This design comes from an exercise in tuning for small area, a short achievable clock period and few clock cycles per item on the open sky130 flow, not from production work.
Function was checked by simulation only, so behaviour that the tests miss may differ from the original.
Power figures rest on the tool's default switching activity, not on a simulated workload.

==> flow/design.v <==
package exec_pkg;
    localparam int DATA_W = 32;
    localparam int ADDR_W = 5;
    localparam int NREG   = 32;
    localparam logic [2:0] FN_AND = 3'b000;
    localparam logic [2:0] FN_OR  = 3'b001;
    localparam logic [2:0] FN_ADD = 3'b010;
    localparam logic [2:0] FN_SUB = 3'b110;
    localparam logic [2:0] FN_SLT = 3'b111;
    typedef enum logic [1:0] {
        IDLE,
        EXEC,
        WB
    } state_t;
endpackage
import exec_pkg::*;
module exec_regfile
(
    input  logic              clk,
    input  logic              reset,
    input  logic [3:0][NREG-1:1] sel_a,   
    input  logic [3:0][NREG-1:1] sel_b,
    output logic [DATA_W-1:0] a_data,
    output logic [DATA_W-1:0] b_data,
    input  logic [NREG-1:1]   we,
    input  logic [DATA_W-1:0] wdata
);
    logic [DATA_W-1:0] mem [1:NREG-1];
    for (genvar i = 1; i < NREG; i++) begin : g_row
        always_ff @(posedge clk) begin
            if (reset || we[i]) mem[i] <= wdata;
        end
    end
    for (genvar b = 0; b < DATA_W; b++) begin : g_bit
        logic [NREG-1:1] col;
        for (genvar i = 1; i < NREG; i++) begin : g_col
            assign col[i] = mem[i][b];
        end
        exec_rdtree u_a (.d(col), .s(sel_a[b/8]), .y(a_data[b]));
        exec_rdtree u_b (.d(col), .s(sel_b[b/8]), .y(b_data[b]));
    end
endmodule
module exec_rdtree
(
    input  logic [31:1] d,
    input  logic [31:1] s,
    output logic        y
);
    logic [15:0] t_n;    
    logic [3:0]  q;      
    logic [1:0]  h_n;    
    for (genvar k = 0; k < 15; k++) begin : g_pair
        exec_aoi22 u (.a1(d[2*k+1]), .a2(s[2*k+1]), .b1(d[2*k+2]), .b2(s[2*k+2]),
                      .y(t_n[k]));
    end
    exec_nand2 u_last (.a(d[31]), .b(s[31]), .y(t_n[15]));
    for (genvar k = 0; k < 4; k++) begin : g_quad
        exec_nand4 u (.a(t_n[4*k]), .b(t_n[4*k+1]), .c(t_n[4*k+2]), .d(t_n[4*k+3]),
                      .y(q[k]));
    end
    exec_nor2 u_h0 (.a(q[0]), .b(q[1]), .y(h_n[0]));
    exec_nor2 u_h1 (.a(q[2]), .b(q[3]), .y(h_n[1]));
    exec_nand2 u_y (.a(h_n[0]), .b(h_n[1]), .y(y));
endmodule
module exec_aoi22 (input logic a1, a2, b1, b2, output logic y);
    assign y = !((a1 && a2) || (b1 && b2));
endmodule
module exec_nand2 (input logic a, b, output logic y);
    assign y = !(a && b);
endmodule
module exec_nand4 (input logic a, b, c, d, output logic y);
    assign y = !(a && b && c && d);
endmodule
module exec_nor2 (input logic a, b, output logic y);
    assign y = !(a || b);
endmodule
module exec_inv (input logic a, output logic y);
    assign y = !a;
endmodule
module exec_ao22 (input logic a1, a2, b1, b2, output logic y);
    assign y = (a1 && a2) || (b1 && b2);
endmodule
module exec_and3 (input logic a, b, c, output logic y);
    assign y = a && b && c;
endmodule
module exec_pre3 (input logic [2:0] a, output logic [7:0] y);
    logic [2:0] a_n;
    for (genvar k = 0; k < 3; k++) begin : g_inv
        exec_inv u (.a(a[k]), .y(a_n[k]));
    end
    for (genvar v = 0; v < 8; v++) begin : g_v
        exec_and3 u (.a(v[2] ? a[2] : a_n[2]), .b(v[1] ? a[1] : a_n[1]),
                     .c(v[0] ? a[0] : a_n[0]), .y(y[v]));
    end
endmodule
module exec_pre2 (input logic [1:0] a, input logic en, output logic [3:0] y);
    logic [1:0] a_n;
    for (genvar k = 0; k < 2; k++) begin : g_inv
        exec_inv u (.a(a[k]), .y(a_n[k]));
    end
    for (genvar v = 0; v < 4; v++) begin : g_v
        exec_and3 u (.a(en), .b(v[1] ? a[1] : a_n[1]), .c(v[0] ? a[0] : a_n[0]), .y(y[v]));
    end
endmodule
import exec_pkg::*;
module exec_unit
(
    input  logic              clk,
    input  logic              reset,
    input  logic              in_valid,
    output logic              in_ready,
    input  logic [2:0]        in_fn,
    input  logic [ADDR_W-1:0] in_rs,
    input  logic [ADDR_W-1:0] in_rt,
    input  logic [ADDR_W-1:0] in_rd,
    output logic              out_valid,
    output logic [ADDR_W-1:0] out_rd,
    output logic [DATA_W-1:0] out_data,
    output logic              out_zero,
    output logic              out_ovf,
    output logic              out_err,
    output logic [DATA_W-1:0] alu_a,
    output logic [DATA_W-1:0] alu_b,
    output logic [2:0]        alu_op,
    input  logic [DATA_W-1:0] alu_result,
    input  logic              alu_set,
    input  logic              alu_zero,
    input  logic              alu_overflow,
    input  logic              dbg_we,
    input  logic [ADDR_W-1:0] dbg_addr,
    input  logic [DATA_W-1:0] dbg_wdata,
    output logic [DATA_W-1:0] dbg_rdata
);
    logic              accept;
    logic              v_q;       
    logic              idle_q;    
    logic [7:0]        rs_hi_q;   
    logic [3:0]        rs_lo_q;   
    logic [7:0]        rt_hi_nq;  
    logic [3:0]        rt_lo_nq;  
    logic [ADDR_W-1:0] rd_q;
    logic [2:0]        op_q;
    logic              res_q;     
    logic              slt_q;     
    logic              ovf_q;     
    logic              err_q;     
    logic              legal;
    logic [DATA_W-1:0] wb_data;
    logic [DATA_W-1:0] a_data;
    logic [DATA_W-1:0] b_data;
    logic [1:0][7:0]   dbg_hi;    
    logic [1:0][3:0]   dbg_lo;
    logic              wr_alu;    
    logic              wr_slt;
    logic              wr_dbg;
    logic [3:0][NREG-1:1] sel_a;
    logic [3:0][NREG-1:1] sel_b;
    logic [NREG-1:1]   rf_we;
    logic [DATA_W-1:0] rf_wdata;
    assign in_ready = !(dbg_we && (((in_rs == dbg_addr) && (in_rs != '0)) ||
                                   ((in_rt == dbg_addr) && (in_rt != '0))));
    assign accept   = in_valid && in_ready;
    assign legal = (in_fn == FN_AND) || (in_fn == FN_OR) || (in_fn == FN_ADD) ||
                   (in_fn == FN_SUB) || (in_fn == FN_SLT);
    always_ff @(posedge clk) begin
        if (reset) begin
            v_q    <= 1'b0;
            idle_q <= 1'b1;
        end else begin
            v_q    <= accept;
            idle_q <= !accept;
        end
    end
    always_ff @(posedge clk) begin
        for (int v = 0; v < 8; v++) begin
            rs_hi_q[v]  <= (in_rs[4:2] == v);
            rt_hi_nq[v] <= !(in_rt[4:2] == v);
        end
        for (int v = 0; v < 4; v++) begin
            rs_lo_q[v]  <= accept && !reset && (in_rs[1:0] == v);
            rt_lo_nq[v] <= !(in_rt[1:0] == v);
        end
        rd_q  <= in_rd;
        op_q  <= (in_fn == FN_SLT) ? FN_SUB : in_fn;
        res_q <= legal && (in_fn != FN_SLT);
        slt_q <= (in_fn == FN_SLT);
        ovf_q <= (in_fn == FN_ADD) || (in_fn == FN_SUB);
        err_q <= !legal;
    end
    for (genvar c = 0; c < 2; c++) begin : g_pre
        exec_pre3 u_dbg_hi (.a(dbg_addr[4:2]), .y(dbg_hi[c]));
        exec_pre2 u_dbg_lo (.a(dbg_addr[1:0]), .en(idle_q), .y(dbg_lo[c]));
    end
    for (genvar c = 0; c < 4; c++) begin : g_copy
        for (genvar i = 1; i < NREG; i++) begin : g_sel
            exec_ao22 u_a (.a1(dbg_hi[c/2][i/4]), .a2(dbg_lo[c/2][i%4]),
                           .b1(rs_hi_q[i/4]), .b2(rs_lo_q[i%4]), .y(sel_a[c][i]));
            exec_nor2 u_b (.a(rt_hi_nq[i/4]), .b(rt_lo_nq[i%4]), .y(sel_b[c][i]));
        end
    end
    always_comb begin
        for (int i = 1; i < NREG; i++) begin
            rf_we[i] = v_q ? (!err_q && rd_q == i) : (dbg_we && dbg_addr == i);
        end
    end
    exec_regfile u_rf (
        .clk    (clk),
        .reset  (reset),
        .sel_a  (sel_a),
        .sel_b  (sel_b),
        .a_data (a_data),
        .b_data (b_data),
        .we     (rf_we),
        .wdata  (rf_wdata)
    );
    assign alu_a     = a_data;
    assign alu_b     = b_data;
    assign alu_op    = op_q;
    assign dbg_rdata = a_data;
    assign wb_data = {alu_result[DATA_W-1:1] & {(DATA_W-1){res_q}},
                      (alu_result[0] & res_q) | (alu_set & slt_q)};
    assign wr_alu   = v_q && res_q && !reset;
    assign wr_slt   = v_q && slt_q && !reset;
    assign wr_dbg   = !v_q && !reset;
    assign rf_wdata = {(alu_result[DATA_W-1:1] & {(DATA_W-1){wr_alu}}) |
                       (dbg_wdata[DATA_W-1:1] & {(DATA_W-1){wr_dbg}}),
                       (alu_result[0] & wr_alu) | (alu_set & wr_slt) | (dbg_wdata[0] & wr_dbg)};
    assign out_valid = v_q;
    assign out_rd    = rd_q;
    assign out_data  = wb_data;
    assign out_zero  = !err_q && alu_zero;
    assign out_ovf   = ovf_q && alu_overflow;
    assign out_err   = err_q;
endmodule
export LEC_CHECK = 0
export CAP_MARGIN = 20
export CORE_MARGIN = 2
export CORE_UTILIZATION = 65
export CTS_CLUSTER_DIAMETER = 100
export CTS_CLUSTER_SIZE = 30
export PLACE_DENSITY = 0.75
export SETUP_SLACK_MARGIN = 1.3
export SLEW_MARGIN = 20
export SYNTH_HIERARCHICAL = 1
create_clock -name core_clock -period 5.0 [get_ports {clk}]
standard.sh (not shown) runs the stock make flow with config.mk's settings and CLKGATE_MAP_FILE= SYNTH_SCRIPT=/design/flow/synth_recipe.tcl, a recipe that flattens the netlist after the stock synthesis.
==> flow/flow/run.sh <==
#!/bin/bash
# The standard layout, with plain buffers (not delay cells) on the ports,
# repair free to change a cell's footprint, and the read gates downsized
# before floorplanning (flow/downsize.tcl).
set -euo pipefail
here=$(pwd)
bash standard.sh MATCH_CELL_FOOTPRINT=0 \
    "BUFFER_PORTS_ARGS=-buffer_cell sky130_fd_sc_hd__buf_2" \
    "PRE_FLOORPLAN_TCL=$here/flow/downsize.tcl" \
    finish > standard.log 2>&1
==> flow/flow/downsize.tcl <==
# Before floorplanning: start the register file's read gates at the smallest
# drive strength. Synthesis sizes them for a default load; timing repair later
# upsizes the ones that need it.
set n 0
foreach inst [get_cells *] {
  set m [get_property $inst ref_name]
  if { $m == "sky130_fd_sc_hd__a22oi_2" } {
    replace_cell $inst sky130_fd_sc_hd__a22oi_1
    incr n
  }
}
puts "downsize.tcl: $n cells downsized"
Testbench counts at the start, summed over its fixed seeds: cycles 2,408, items 2,400.
Rerun with:
--- a/flow/design.v
+++ b/flow/design.v
@@ -156,11 +156,10 @@
     logic [3:0][NREG-1:1] sel_a;
     logic [3:0][NREG-1:1] sel_b;
     logic [NREG-1:1]   rf_we;
     logic [DATA_W-1:0] rf_wdata;
-    assign in_ready = !(dbg_we && (((in_rs == dbg_addr) && (in_rs != '0)) ||
-                                   ((in_rt == dbg_addr) && (in_rt != '0))));
-    assign accept   = in_valid && in_ready;
+    assign in_ready = !dbg_we;
+    assign accept   = in_valid && !dbg_we;
     assign legal = (in_fn == FN_AND) || (in_fn == FN_OR) || (in_fn == FN_ADD) ||
                    (in_fn == FN_SUB) || (in_fn == FN_SLT);
     always_ff @(posedge clk) begin
         if (reset) begin
The changed run completed with no timing, DRC or antenna violations.
Via count went down slightly.
Clock power rose slightly.
Routed wire length goes down by a few percent.
First-iteration DRC count decreases by a few percent.
Global-route usage decreases by 1.0 points.
Testbench counts after the change, summed over its fixed seeds: cycles 2,408, items 2,400.

[what the ideal ports hide]
No port has a modelled driver above. Below, the same layouts with a new extraction and two added sets of constraints.
Step 1: set_driving_cell puts a clkbuf_16 on clk and a buf_2 on each other input, an assumption about the parent block.
Step 2 adds t to the input delays and takes it off the output delays; t is the mean of the earliest and latest rising clock arrival at the registers after step 1. Input paths then give back, and output paths get back, about the clock's delay inside the block.
Three values: ideal ports, drivers, drivers and shift; two values: the first two.
run	shift t [ns]	setup WS [ns]	pins driven straight from the clock port
the first run	0.699	1.132 / 1.038 / 1.038	1
the second run	0.700	1.188 / 1.038 / 1.038	1
After both steps setup and hold are still met in every run listed. For the second run, which loses most, drivers alone change the setup slack by -0.150 ns; drivers and shift together by -0.150 ns.
